What follows belongs to an exercise in optimizing a design on an open flow for small area, a short achievable clock period and few clock cycles per item; a production flow would make more cautious choices. Function was checked by simulation only, so behaviour that the tests miss may differ from the original. Power and IR drop assume default switching activity.

==> flow/design.v <==
package isa_pkg;
    typedef enum logic [6:0] {
        LOAD   = 7'b0000011,
        OPIMM  = 7'b0010011,
        STORE  = 7'b0100011,
        OP     = 7'b0110011,
        LUI    = 7'b0110111,
        BRANCH = 7'b1100011
    } opcode_e;
    typedef enum logic [2:0] {
        ADD  = 3'b000,
        SLL  = 3'b001,
        SLT  = 3'b010,
        SLTU = 3'b011,
        XOR  = 3'b100,
        SRL  = 3'b101,
        OR   = 3'b110,
        AND  = 3'b111
    } alu_fn_e;
    typedef enum logic [2:0] {
        BEQ  = 3'b000,
        BNE  = 3'b001,
        BLT  = 3'b100,
        BGE  = 3'b101,
        BLTU = 3'b110,
        BGEU = 3'b111
    } branch_fn_e;
    typedef struct packed {
        logic [6:0] funct7;
        logic [4:0] rs2;
        logic [4:0] rs1;
        logic [2:0] funct3;
        logic [4:0] rd;
        opcode_e    opcode;
    } instr_t;
endpackage
package core_pkg;
    typedef logic [32-1:0] word_t;
    typedef logic [32-1:0] addr_t;
    typedef logic [$clog2(32)-1:0] reg_sel_t;
    typedef enum logic [1:0] {
        FETCH    = 2'd0,
        DECODE   = 2'd1,
        MEM_WAIT = 2'd2,
        HALTED   = 2'd3
    } ctrl_state_e;
endpackage
module reg_file (
    input  logic               clk,
    input  core_pkg::reg_sel_t rs1_sel,
    input  core_pkg::reg_sel_t rs2_sel,
    output core_pkg::word_t    rs1_data,
    output core_pkg::word_t    rs2_data,
    input  logic               wr_en,
    input  core_pkg::reg_sel_t wr_sel,
    input  core_pkg::word_t    wr_data
);
    logic [32-1:0] regs [1:32-1];
    always_ff @(posedge clk) begin
        if (wr_en && wr_sel != '0) begin
            regs[wr_sel] <= wr_data;
        end
    end
    assign rs1_data = (rs1_sel == '0) ? '0 : regs[rs1_sel];
    assign rs2_data = (rs2_sel == '0) ? '0 : regs[rs2_sel];
endmodule
module alu (
    input  core_pkg::word_t a,
    input  core_pkg::word_t b,
    input  logic [2:0]      fn,
    input  logic            sub,
    input  logic            sra,
    output core_pkg::word_t sum,
    output logic            lt,
    output logic            ltu,
    output core_pkg::word_t result
);
    logic [32:0] add33;
    core_pkg::word_t       sh_in;
    core_pkg::word_t       sh_out;
    core_pkg::word_t       srl_res;
    logic [4:0]            shamt;
    assign add33 = {1'b0, a} + {1'b0, b ^ {32{sub}}} + {{32{1'b0}}, sub};
    assign sum   = add33[32-1:0];
    assign ltu   = ~add33[32];
    assign lt    = (a[32-1] ^ b[32-1]) ? a[32-1] : sum[32-1];
    assign shamt = b[4:0];
    always_comb begin
        for (int i = 0; i < 32; i++) begin
            sh_in[i] = (fn == isa_pkg::SLL) ? a[32-1-i] : a[i];
        end
    end
    assign srl_res = $signed({sra & sh_in[32-1], sh_in}) >>> shamt;
    always_comb begin
        for (int i = 0; i < 32; i++) begin
            sh_out[i] = (fn == isa_pkg::SLL) ? srl_res[32-1-i] : srl_res[i];
        end
    end
    always_comb begin
        case (fn)
            isa_pkg::ADD:  result = sum;
            isa_pkg::SLL:  result = sh_out;
            isa_pkg::SLT:  result = {{(32-1){1'b0}}, lt};
            isa_pkg::SLTU: result = {{(32-1){1'b0}}, ltu};
            isa_pkg::XOR:  result = a ^ b;
            isa_pkg::SRL:  result = sh_out;
            isa_pkg::OR:   result = a | b;
            default:       result = a & b;
        endcase
    end
endmodule
module core_top (
    input  logic            clk,
    input  logic            rst,
    input  logic            clr,
    input  logic            ena,
    output core_pkg::addr_t mem_addr,
    output core_pkg::word_t mem_wr_data,
    output logic            mem_rd_req,
    output logic            mem_wr_req,
    input  core_pkg::word_t mem_rd_data,
    input  logic            mem_ack,
    output core_pkg::word_t out,
    output logic            out_valid,
    output logic            halt
);
    localparam int PW = 11;
    localparam logic [PW-1:0] RESET_P = PW'(128 >> 1);
    localparam logic [32-1:0] OUT_A  = 32'(1000000);
    localparam logic [32-1:0] HALT_A = 32'(1000004);
    function automatic logic sum_is(input core_pkg::word_t a, input core_pkg::word_t b,
                                    input core_pkg::word_t k);
        core_pkg::word_t c;
        c[0] = 1'b0;
        for (int i = 1; i < 32; i++) begin
            c[i] = (a[i-1] & b[i-1]) | ((a[i-1] ^ b[i-1]) & ~k[i-1]);
        end
        sum_is = &(~(a ^ b ^ k ^ c));
    endfunction
    logic            halt_q;
    logic            pend;         
    logic            pend_fetch;   
    logic            pend_load;    
    core_pkg::reg_sel_t ld_rd;
    logic [PW-1:0]   fpc;          
    logic [PW-1:0]   ipc;          
    logic            ex_v;
    core_pkg::word_t ex_a, ex_b, ex_imm;
    logic [PW-1:0]   ex_tgt;
    core_pkg::reg_sel_t ex_rd, ex_rs1, ex_rs2;
    logic            ex_wr, ex_load, ex_store, ex_branch, ex_ill;
    logic [2:0]      ex_fn;
    logic            ex_sub, ex_sra, ex_use_imm;
    logic [2:0]      ex_bfn;
    core_pkg::word_t alu_b, alu_sum, alu_res;
    logic            alu_lt, alu_ltu, eq, taken;
    logic            st_out, st_halt, st_mem;
    logic            port_free, ld_ack, f_arrive;
    logic            ex_ready, ex_port, ex_go, ex_halt;
    assign alu_b = ex_use_imm ? ex_imm : ex_b;
    alu alu0 (
        .a      (ex_a),
        .b      (alu_b),
        .fn     (ex_fn),
        .sub    (ex_sub),
        .sra    (ex_sra),
        .sum    (alu_sum),
        .lt     (alu_lt),
        .ltu    (alu_ltu),
        .result (alu_res)
    );
    assign eq = (ex_a == ex_b);
    always_comb begin
        case (ex_bfn)
            isa_pkg::BEQ:  taken = eq;
            isa_pkg::BNE:  taken = ~eq;
            isa_pkg::BLT:  taken = alu_lt;
            isa_pkg::BGE:  taken = ~alu_lt;
            isa_pkg::BLTU: taken = alu_ltu;
            isa_pkg::BGEU: taken = ~alu_ltu;
            default:       taken = 1'b0;
        endcase
    end
    assign st_out  = sum_is(ex_a, ex_imm, OUT_A);
    assign st_halt = sum_is(ex_a, ex_imm, HALT_A);
    assign st_mem  = ex_store & ~st_out & ~st_halt;
    assign port_free = ~pend | mem_ack;
    assign ld_ack    = pend_load & mem_ack;
    assign f_arrive  = pend_fetch & mem_ack;
    assign ex_ready = ex_v & ~pend_load & ~halt_q;
    assign ex_port  = ex_load | st_mem | (ex_branch & taken);
    assign ex_go    = ex_ready & (~ex_port | port_free);
    assign ex_halt  = ex_ill | (ex_store & st_halt);
    assign mem_wr_req  = port_free & ex_ready & st_mem;
    assign mem_rd_req  = port_free & ~halt_q & ~(ex_ready & st_mem);
    assign mem_addr    = (ex_ready & (ex_load | st_mem)) ? alu_sum :
                         {{(32-PW-1){1'b0}},
                          (ex_ready & ex_branch & taken) ? ex_tgt : fpc, 1'b0};
    assign mem_wr_data = ex_b;
    assign out         = ex_b;
    assign out_valid   = ena & ex_ready & ex_store & st_out;
    assign halt        = halt_q;
    core_pkg::word_t    rf_rd1, rf_rd2;
    logic               rf_we;
    core_pkg::reg_sel_t rf_wsel;
    core_pkg::word_t    rf_wdata;
    logic               ex_wb;
    assign ex_wb    = ex_go & ex_wr;
    assign rf_we    = ena & (ex_wb | ld_ack);
    assign rf_wsel  = pend_load ? ld_rd : ex_rd;
    assign rf_wdata = pend_load ? mem_rd_data : alu_res;
    reg_file rf0 (
        .clk      (clk),
        .rs1_sel  (mem_rd_data[19:15]),
        .rs2_sel  (mem_rd_data[24:20]),
        .rs1_data (rf_rd1),
        .rs2_data (rf_rd2),
        .wr_en    (rf_we),
        .wr_sel   (rf_wsel),
        .wr_data  (rf_wdata)
    );
    core_pkg::word_t    w;
    logic [6:0]         d_opc;
    logic [2:0]         d_f3;
    logic               d_op, d_opimm, d_lui, d_load, d_store, d_branch;
    core_pkg::reg_sel_t d_rs1, d_rs2, d_rd;
    core_pkg::word_t    d_imm, d_a, d_b;
    logic [PW-1:0]      d_boff;
    assign w        = mem_rd_data;
    assign d_opc    = w[6:0];
    assign d_f3     = w[14:12];
    assign d_op     = (d_opc == isa_pkg::OP);
    assign d_opimm  = (d_opc == isa_pkg::OPIMM);
    assign d_lui    = (d_opc == isa_pkg::LUI);
    assign d_load   = (d_opc == isa_pkg::LOAD);
    assign d_store  = (d_opc == isa_pkg::STORE);
    assign d_branch = (d_opc == isa_pkg::BRANCH);
    assign d_rs1    = w[19:15];
    assign d_rs2    = w[24:20];
    assign d_rd     = w[11:7];
    always_comb begin
        if (d_store)    d_imm = {{20{w[31]}}, w[31:25], w[11:7]};
        else if (d_lui) d_imm = {w[31:12], 12'b0};
        else            d_imm = {{20{w[31]}}, w[31:20]};
    end
    assign d_boff = {w[7], w[30:25], w[11:8]};
    assign d_a = d_lui ? '0 :
                 (ex_wb && ex_rd == d_rs1) ? alu_res : rf_rd1;
    assign d_b = (ex_wb && ex_rd == d_rs2) ? alu_res : rf_rd2;
    always_ff @(posedge clk or negedge rst) begin
        if (!rst) begin
            halt_q     <= 1'b0;
            pend       <= 1'b0;
            pend_fetch <= 1'b0;
            pend_load  <= 1'b0;
            ex_v       <= 1'b0;
            fpc        <= RESET_P;
        end else if (clr) begin
            halt_q     <= 1'b0;
            pend       <= 1'b0;
            pend_fetch <= 1'b0;
            pend_load  <= 1'b0;
            ex_v       <= 1'b0;
            fpc        <= RESET_P;
        end else if (ena && !halt_q) begin
            if (mem_rd_req || mem_wr_req) begin
                pend       <= 1'b1;
                pend_fetch <= mem_rd_req & ~(ex_ready & ex_load);
                pend_load  <= mem_rd_req & ex_ready & ex_load;
            end else if (mem_ack) begin
                pend       <= 1'b0;
                pend_fetch <= 1'b0;
                pend_load  <= 1'b0;
            end
            if (mem_rd_req && !(ex_ready && ex_load)) begin
                if (ex_ready && ex_branch && taken) begin
                    fpc <= ex_tgt + PW'(2);
                end else begin
                    fpc <= fpc + PW'(2);
                end
            end
            if (ex_go && ex_halt) begin
                halt_q <= 1'b1;
            end
            if (f_arrive && !(ex_go && ex_branch && taken)) begin
                ex_v <= 1'b1;
            end else if (ex_go) begin
                ex_v <= 1'b0;
            end
        end
    end
    always_ff @(posedge clk) begin
        if (ena) begin
            if (mem_rd_req && !(ex_ready && ex_load)) begin
                ipc <= (ex_ready && ex_branch && taken) ? ex_tgt : fpc;
            end
            if (ex_go && ex_load) begin
                ld_rd <= ex_rd;
            end
            if (f_arrive) begin
                ex_a       <= d_a;
                ex_b       <= d_b;
                ex_imm     <= d_imm;
                ex_tgt     <= ipc + d_boff;
                ex_rd      <= d_rd;
                ex_rs1     <= d_lui ? '0 : d_rs1;
                ex_rs2     <= d_rs2;
                ex_wr      <= (d_op | d_opimm | d_lui) & (d_rd != '0);
                ex_load    <= d_load;
                ex_store   <= d_store;
                ex_branch  <= d_branch;
                ex_ill     <= ~(d_op | d_opimm | d_lui | d_load | d_store | d_branch);
                ex_fn      <= (d_op | d_opimm) ? d_f3 : isa_pkg::ADD;
                ex_sub     <= d_branch |
                              ((d_op | d_opimm) & (d_f3 == isa_pkg::SLT || d_f3 == isa_pkg::SLTU)) |
                              (d_op & w[30] & (d_f3 == isa_pkg::ADD));
                ex_sra     <= w[30] & (d_f3 == isa_pkg::SRL);
                ex_use_imm <= ~(d_op | d_branch);
                ex_bfn     <= d_f3;
            end else if (ld_ack && ld_rd != '0) begin
                if (ex_rs1 == ld_rd) ex_a <= mem_rd_data;
                if (ex_rs2 == ld_rd) ex_b <= mem_rd_data;
            end
        end
    end
endmodule
==> flow/run.sh <==
#!/bin/bash
# synth_recipe.tcl (not shown) runs the flow's synth.tcl, then flattens the netlist and writes it again
# the make line also repeats each setting of config.mk as NAME=value (left out here)
make -C /OpenROAD-flow-scripts/flow DESIGN_CONFIG=/design/flow/config.mk WORK_HOME=/design/flow/orfs CLKGATE_MAP_FILE= SYNTH_SCRIPT=/design/flow/synth_recipe.tcl finish
==> flow/config.mk <==
export PLATFORM = sky130hd
export DESIGN_NAME = core_top
export DESIGN_NICKNAME = core_top
export VERILOG_FILES = /design/flow/design.v
export SDC_FILE = /design/flow/constraint.sdc
export NUM_CORES = 4
export LEC_CHECK = 0
export CAP_MARGIN = 20
export CORE_MARGIN = 2
export CORE_UTILIZATION = 40
export SLEW_MARGIN = 20
==> flow/constraint.sdc <==
create_clock -name core_clock -period 14.0 [get_ports {clk}]
set_input_delay 2.8000 -clock core_clock [delete_from_list [all_inputs] [get_ports {clk}]]
set_output_delay 2.8000 -clock core_clock [all_outputs]
set_load 0.01 [all_outputs]
==> run_results.csv <==
group,metric,value,unit
outcome,outcome,"complete, no violations",
grt,grt_start_max_net_pins,116,
critical_path,crit_end,"mem_addr[3]",
grt,grt_usage,0.268,
timing,hold_viol,0,
timing,fin_crit,10.92,ns
critical_path,critPathMaxFanout,28,
grt,overflow,0,
power,switchingPower,0.00192,W
yosys,ys_seq_elements,1160,
die,ios,137,
place,gp_congestion,1.02,
flow_run,max_cap_viol_count,0,
yosys,ys_types,80,
routing,wl_met2,104,mm
critical_path,worstSetupStartpointType,"flop",
routing,wl,217,mm
place,port_buffers,136,
clock_network,tritoncts,"done",
critical_path,cpLargestDelayFamily,"compound AO/OA/AOI/OAI gates",
clock_network,cts_buffers,119,
yosys,synth_top_area_share,0.547,
routing,vias_per_cell,6.36,
yosys,synth-edff-count,1144,
critical_path,cp.depth,17,
power,cellPowerDensity,112,mW/mm^2
critical_path,cp-startpoint,"ex_use_imm",
yosys,synth.avg_cell_area,15.5,sq um
timing,clock_skew,0.0550,ns
critical_path,r2r_start,"ex_use_imm",
final_layout,nNetsFinal,4313,
timing,drv_slew,0,
critical_path,worstSetupEndpointType,"output pin",
power,leakagePower,23.6,nW
final_layout,drive_gt1_frac,0.239,
yosys,synthMostInstantiatedCell,"edfxtp_1",
critical_path,reg2regPathDepth,17,
timing,fmax,0.0915,GHz
routing,vias,40100,
clock_network,cts_sinks,1160,
yosys,yosys.area.top_type,"edfxtp_1",
critical_path,timing.rr.end,"rf0.regs[2][19]",
grt,grt_antenna_before_repair,2,
die,initial_utilization,0.403,
routing,top_layer_used,"met4",
timing,fin_crit_sh,0.780,
power,clock_power_share,0.405,
power,p_sw_frac,0.242,
routing,drtIter0Drc,5365,
clock_network,htreeDepth,3,
timing,finalSetupViolations,0,
yosys,yosysWarnings,3,
yosys,synth_fp_nets,4242,
timing,holdWs,0.532,ns
clock_network,post_cts_resized,0,
critical_path,crit_path_max_incr_delay,0.98,ns
yosys,synthTopCellsByCount,"edfxtp_1 (1144), mux4_2 (585), nor2_1 (260)",
routing,drc,0,
yosys,synth_area,0.0628,sq mm
yosys,synth_area_leaders,"edfxtp_1 (55%), mux4_2 (21%), mux2i_1 (3.9%), ha_1 (2.7%), a21oi_1 (1.6%)",
timing,rsz0062_at_grt,"no",
place,placed_area,0.0668,sq mm
routing,antenna_left,0,
die,die_w,400,um
timing,tightest_slew,1.19,ns
die,dieArea,0.160,sq mm
place,post-place-ws,3.84,ns
die,core,0.156,sq mm
grt,grt_pass1_vias,39600,
clock_network,cts.reportedPaths.clkPinSlew,0.06,ns
critical_path,cp_data_arrival_time,8.12,ns
yosys,ys.flop_type,"edfxtp_1",
critical_path,slowest_stage,"edfxtp_1",
final_layout,synthToLayoutAreaGrowth,12.6,%
yosys,synthArstFlopShare,0.0138,
critical_path,crit_buf_inv,3,
timing,slew_headroom,0.199,
clock_network,clk_latency,0.77,ns
critical_path,critPathRequiredTime,11.20,ns
clock_network,root_buffer,"clkbuf_16",
grt,grt_pass1_wl,305,mm
clock_network,cts-hold-fix-buffers,0,
yosys,syn_inst,4065,
critical_path,crit_type,"flop to output pin",
timing,fin_ws,3.08,ns
routing,firstDrtPassIters,5,
critical_path,crit_chain,"buf_4 -> mux2i_4 -> buf_4 -> xnor2_1 -> fa_1 -> a211oi_1 -> o21ai_0 -> o2111a_1 -> o211ai_1 -> a21oi_1 -> a31o_2 -> o21ai_0 -> a21o_1 -> mux2_2 -> nor2_1 -> a21oi_1 -> clkdlybuf4s50_1",
power,p_comb_frac,0.104,
clock_network,clock_path_buffers,3,
die,die_h,400,um
worst_hold_path,hp-class,"flop to flop",
routing,wl_met1,85.6,mm
power,seqPwrFrac,0.491,
routing,routed-wl-met3,17.5,mm
die,rows,145,
yosys,yosysSeqAreaShare,0.553,
clock_network,cts_setup_buffers,0,
routing,wl_per_cell,34.5,um
timing,fin_tns_setup,0,ns
power,internal_power,0.00601,W
critical_path,r2r_slack,5.81,ns
final_layout,final_cell_area,0.0707,sq mm
power,ir_drop,119,uV
place,hpwl,137,mm
==> layer usage <==
| metal | up-vias | GRT usage |
|---|---|---|
| met5 | - | 0 |
| met4 | 0 | 0.114 |
| met2 | 2057 | 0.437 |
| met1 | 21100 | 0.360 |
| met3 | 398 | 0.0380 |
| li1 | 16500 | - |
==> final cells by class <==
| class | instances | area, sq um |
|---|---|---|
| fillers | 13600 | 85300 |
| flip-flops and latches | 1160 | 34800 |
| well taps | 2058 | 2570 |
| clock buffers | 143 | 3070 |
| repair buffers | 258 | 2330 |
| inverters | 144 | 547 |
| multi-input cells | 2453 | 26600 |
| diodes | 2 | 5.00 |
| clock inverters | 75 | 815 |
==> power groups by stage <==
stage	logic (W)	registers, W	clock network (W)
final	0.000824	0.00389	0.00321
after global routing	0.000871	0.00389	0.00339
after CTS	0.000818	0.00389	0.00326
after detailed placement	0.000815	0.00396	0
after global placement	0.000815	0.00397	0
after floorplan	0.000522	0.00396	0
==> state kept, by name, summed over array words and instances, names as in the netlist, 3 cells and up <==
signal and cells:
ex_a 32, ex_b 32, ex_bfn 3, ex_fn 3, ex_imm 32, ex_rd 5, ex_rs1 5, ex_rs2 5
ex_tgt 11, fpc 11, ipc 11, ld_rd 5, rf0.regs 992
==> per-stage QoR <==
step,cells,power (W),utilization
after floorplan,4065,0.00448,-
after global placement,6072,0.00478,0.428
after detailed placement,6073,0.00478,0.428
after CTS,6291,0.00797,0.453
after global routing,6291,0.00815,0.453
final,6293,0.00793,0.453
==> cell usage in the layout (no fill, tap or decap), types with 18 or more instances in the layout <==
cell	netlist	layout
nor4_1	18	18
nor3_1	40	27
edfxtp_1	1144	1144
xor2_1	70	70
a21oi_1	196	196
nand4_1	18	18
a21o_1	35	35
nor2_4	0	20
mux4_2	585	585
nand2_1	202	201
clkinv_2	0	25
buf_4	34	123
and2_1	22	22
xnor2_1	98	98
mux2_2	26	26
a21boi_0	30	29
o21ai_0	144	125
clkinv_1	1	24
nand3_1	43	43
mux2i_1	244	232
clkdlybuf4s50_1	0	127
nor2_1	260	239
o22ai_1	19	19
clkbuf_16	0	119
ha_1	138	138
inv_1	141	139
o221ai_1	37	37
a22oi_1	20	20
clkbuf_1	183	24
==> kinds of logic (layout without fill, tap and decap cells) <==
group / count (synthesis) / count (layout) / share of synthesized area
AOI/OAI and AO/OA: 626 / 626 / 0.0649
xor gates and xnor gates: 168 / 168 / 0.0234
adders and majority gates: 140 / 140 / 0.0281
buffers and inverters: 452 / 620 / 0.0299
DFF: 1160 / 1160 / 0.553
muxes: 859 / 859 / 0.254
other: 0 / 2 / 0
and+or+nand+nor: 660 / 660 / 0.0462
==> tightest hold or removal path, cell delays in order (launching register included) <==
cell     delay (ns)
dfrtp_1        0.35
a21oi_1        0.06
nor2_1         0.08
==> worst min path at each step <==
stage                     startpoint  endpoint  cells after the start
after CTS                       pend      pend                      2
after global routing          fpc[2]    fpc[2]                      2
after detailed placement        pend      pend                      2
after global placement          pend      pend                      2
after floorplan             ex_rd[2]  ld_rd[2]                      0
final                           ex_v      ex_v                      2
Testbench counts, summed over its fixed seeds: cycles 110,455, instrs 90,406.

[re-timing with driven ports]
Ports are ideal in the flow. The routed layout listed here was re-timed in OpenROAD. Step 1, drivers: a clkbuf_16 drives clk and a buf_2 each remaining input, both assumed. Step 2 times the ports against the registers' clock, not the clock port: input delays grow and output delays shrink by t, the midpoint of the rising clock arrivals with the driver on. a / b / c = ideal / step 1 / step 2; a / b = the first two.
shift t [ns]: 0.811
slack for setup (ns): 3.075 / 3.001 / 3.813
slew at the worst register clock pin (ns): 0.08 / 0.08
worst slew at a driven data input, ns: 0.13
After both steps this run still meets setup and hold. The setup slack of this run moves by -0.074 ns with the drivers and by +0.738 ns with both steps.
